From an optimization exercise on the open Yosys and OpenROAD flow, aimed at small area; shortcuts taken in it are not production practice. Where RTL was checked, it was by simulation tests only, not by an equivalence proof against the original.

## bm_noise_out
module bm_noise_out #(
   parameter int DEPTH = 8,
   parameter int AW    = 3
) (
   input  logic          clk,
   input  logic          rst_n,
   input  logic          in_valid,
   output logic          in_ready,
   input  logic [16:0]   f,
   input  logic [15:0]   g0,
   input  logic [15:0]   g1,
   output logic          out_valid,
   input  logic          out_ready,
   output logic [15:0]   out_data,
   output logic          out_idx,
   output logic [AW:0]   fifo_level
);
   logic               init_reg;
   logic               s0_valid_reg;
   logic               s1_valid_reg;
   logic               s2_valid_reg;
   logic [AW-1:0]      wr_ptr_reg;
   logic [AW-1:0]      slot_reg;
   logic [AW:0]        level_reg;
   logic               half_reg;
   logic [16:0]        mem_f  [0:DEPTH-1];
   logic [15:0]        mem_g0 [0:DEPTH-1];
   logic [15:0]        mem_g1 [0:DEPTH-1];
   logic               accept;
   logic               push;
   logic               pop;
   logic [AW+1:0]      occupancy;
   logic               mul_hi;
   logic [16:0]        mul_f;
   logic [15:0]        mul_g;
   logic [15:0]        mul_x;
   logic [15:0]        out_reg;
   assign occupancy = (AW+2)'(level_reg) + (AW+2)'(s0_valid_reg)
                    + (AW+2)'(s1_valid_reg) + (AW+2)'(s2_valid_reg);
   assign in_ready   = init_reg && (occupancy <= (AW+2)'(DEPTH - 1));
  ...
Settings: LEC_CHECK=0, CAP_MARGIN=20, CORE_MARGIN=2, CORE_UTILIZATION=40, CTS_BUF_LIST=sky130_fd_sc_hd__clkbuf_8, CTS_CLUSTER_DIAMETER=60, CTS_CLUSTER_SIZE=18, SLEW_MARGIN=20, SYNTH_HIERARCHICAL=1, SYNTH_MINIMUM_KEEP_SIZE=0; clock period 8.0 ns.
standard.sh (not shown) runs the stock make flow with config.mk's settings and CLKGATE_MAP_FILE= SYNTH_SCRIPT=/design/flow/synth_recipe.tcl, a recipe that flattens the netlist after the stock synthesis.
==> flow/flow/run.sh <==
#!/bin/bash
# The standard layout (the standard.sh: standard synthesis, then ORFS
# floorplan to finish) with two placement/CTS choices changed:
#  - port buffers use the smallest buffer cell (every port still gets one);
#  - clock tree synthesis adds no dummy loads (same buffers and clustering
#    as config.mk asks for).
set -euo pipefail
export BUFFER_PORTS_ARGS="-buffer_cell sky130_fd_sc_hd__buf_1"
export CTS_ARGS="-sink_clustering_enable -repair_clock_nets -dont_use_dummy_load -buf_list sky130_fd_sc_hd__clkbuf_8 -sink_clustering_size 18 -sink_clustering_max_diameter 60"
bash standard.sh > standard.log 2>&1
Rerun with:
--- a/flow/design.v
+++ b/flow/design.v
@@ -618,19 +618,34 @@
    bm_fa u_s711 (.x(s599), .y(c654), .z(s655), .s(s711), .c(c712));
    bm_fa u_s713 (.x(c600), .y(s657), .z(c656), .s(s713), .c(c714));
    bm_fa u_s715 (.x(s607), .y(c658), .z(s659), .s(s715), .c(c716));
    bm_fa u_s717 (.x(c608), .y(s661), .z(c660), .s(s717), .c(c718));
    bm_fa u_s719 (.x(c610), .y(s663), .z(c662), .s(s719), .c(c720));
    bm_fa u_s721 (.x(p256), .y(p271), .z(c664), .s(s721), .c(c722));
    logic [32:0] ra, rb, sum;
    assign ra = {1'b0, c722, c720, c718, c716, c714, c712, c710, c708, c706, c704, c702, c700, c698, c696, c694, c692, c690, c688, c686, c684, c682, c680, c678, c676, c674, c672, c670, c668, c666, s665, p2, p1};
    assign rb = {1'b1, p272, s721, s719, s717, s715, s713, s711, s709, s707, s705, s703, s701, s699, s697, s695, s693, s691, s689, s687, s685, s683, s681, s679, s677, s675, s673, s671, s669, s667, p33, p17, 1'b1};
-   assign sum = ra + rb + 33'd1;
+   logic [11:0] rc;
+   assign rc[0] = 1'b1;
+   assign rc[1] = (ra[0] & rb[0]) | (ra[0] & rc[0]) | (rb[0] & rc[0]);
+   assign rc[2] = (ra[1] & rb[1]) | (ra[1] & rc[1]) | (rb[1] & rc[1]);
+   assign rc[3] = (ra[2] & rb[2]) | (ra[2] & rc[2]) | (rb[2] & rc[2]);
+   assign rc[4] = (ra[3] & rb[3]) | (ra[3] & rc[3]) | (rb[3] & rc[3]);
+   assign rc[5] = (ra[4] & rb[4]) | (ra[4] & rc[4]) | (rb[4] & rc[4]);
+   assign rc[6] = (ra[5] & rb[5]) | (ra[5] & rc[5]) | (rb[5] & rc[5]);
+   assign rc[7] = (ra[6] & rb[6]) | (ra[6] & rc[6]) | (rb[6] & rc[6]);
+   assign rc[8] = (ra[7] & rb[7]) | (ra[7] & rc[7]) | (rb[7] & rc[7]);
+   assign rc[9] = (ra[8] & rb[8]) | (ra[8] & rc[8]) | (rb[8] & rc[8]);
+   assign rc[10] = (ra[9] & rb[9]) | (ra[9] & rc[9]) | (rb[9] & rc[9]);
+   assign rc[11] = (ra[10] & rb[10]) | (ra[10] & rc[10]) | (rb[10] & rc[10]);
+   logic [21:0] hi;
+   assign hi = ra[32:11] + rb[32:11] + 22'(rc[11]);
+   assign sum = {hi, 11'(0)};
    assign mul_x = ~sum[32:17];
    assign out_data = out_valid ? out_reg : 16'h0000;
    always_ff @(posedge clk or negedge rst_n) begin
       if (!rst_n) begin
          init_reg     <= 1'b0;
          s0_valid_reg <= 1'b0;
          s1_valid_reg <= 1'b0;
          s2_valid_reg <= 1'b0;
          wr_ptr_reg   <= '0;
Result: Count of clock-buffer cells in the layout went down by 4; worst hold slack barely changes; die area is lower by about 1.6%; non-clock buffer count went up by 19; sequential cell count is unchanged; setup slack loses 0.10 ns; critical path depth rises by 1; synthesized area went down by 1.7%; routed wire length decreases by about 2.6%; clock skew fell by 0.054 ns.
Function not checked in the second run of this note: the RTL went through the layout flow alone.

-- what the ideal ports hide --
Ports are ideal in the flow. The routed layouts listed here were re-timed in OpenROAD.
Step 1: set_driving_cell puts a clkbuf_16 on clk and a buf_2 on each other input, an assumption about the parent block.
Step 2 moves the port delays by t, midway between the first and last clock arrival at a register: inputs arrive t later, outputs are due t later. That takes back most of the time a late clock gives input paths.
a / b / c = ideal / step 1 / step 2; a / b = the first two.
| run | shift t [ns] | setup WS [ns] | worst setup path after step 2 | slew at the worst register clock pin (ns) | worst slew at a driven data input, ns |
|---|---|---|---|---|---|
| the first run | 0.624 | 0.601 / 0.601 / 0.601 | register to register | 0.11 / 0.11 | 0.15 |
| the second run | 0.651 | 0.499 / 0.499 / 0.499 | register to register | 0.11 / 0.11 | 0.11 |
After both steps setup and hold are still met in every run listed.
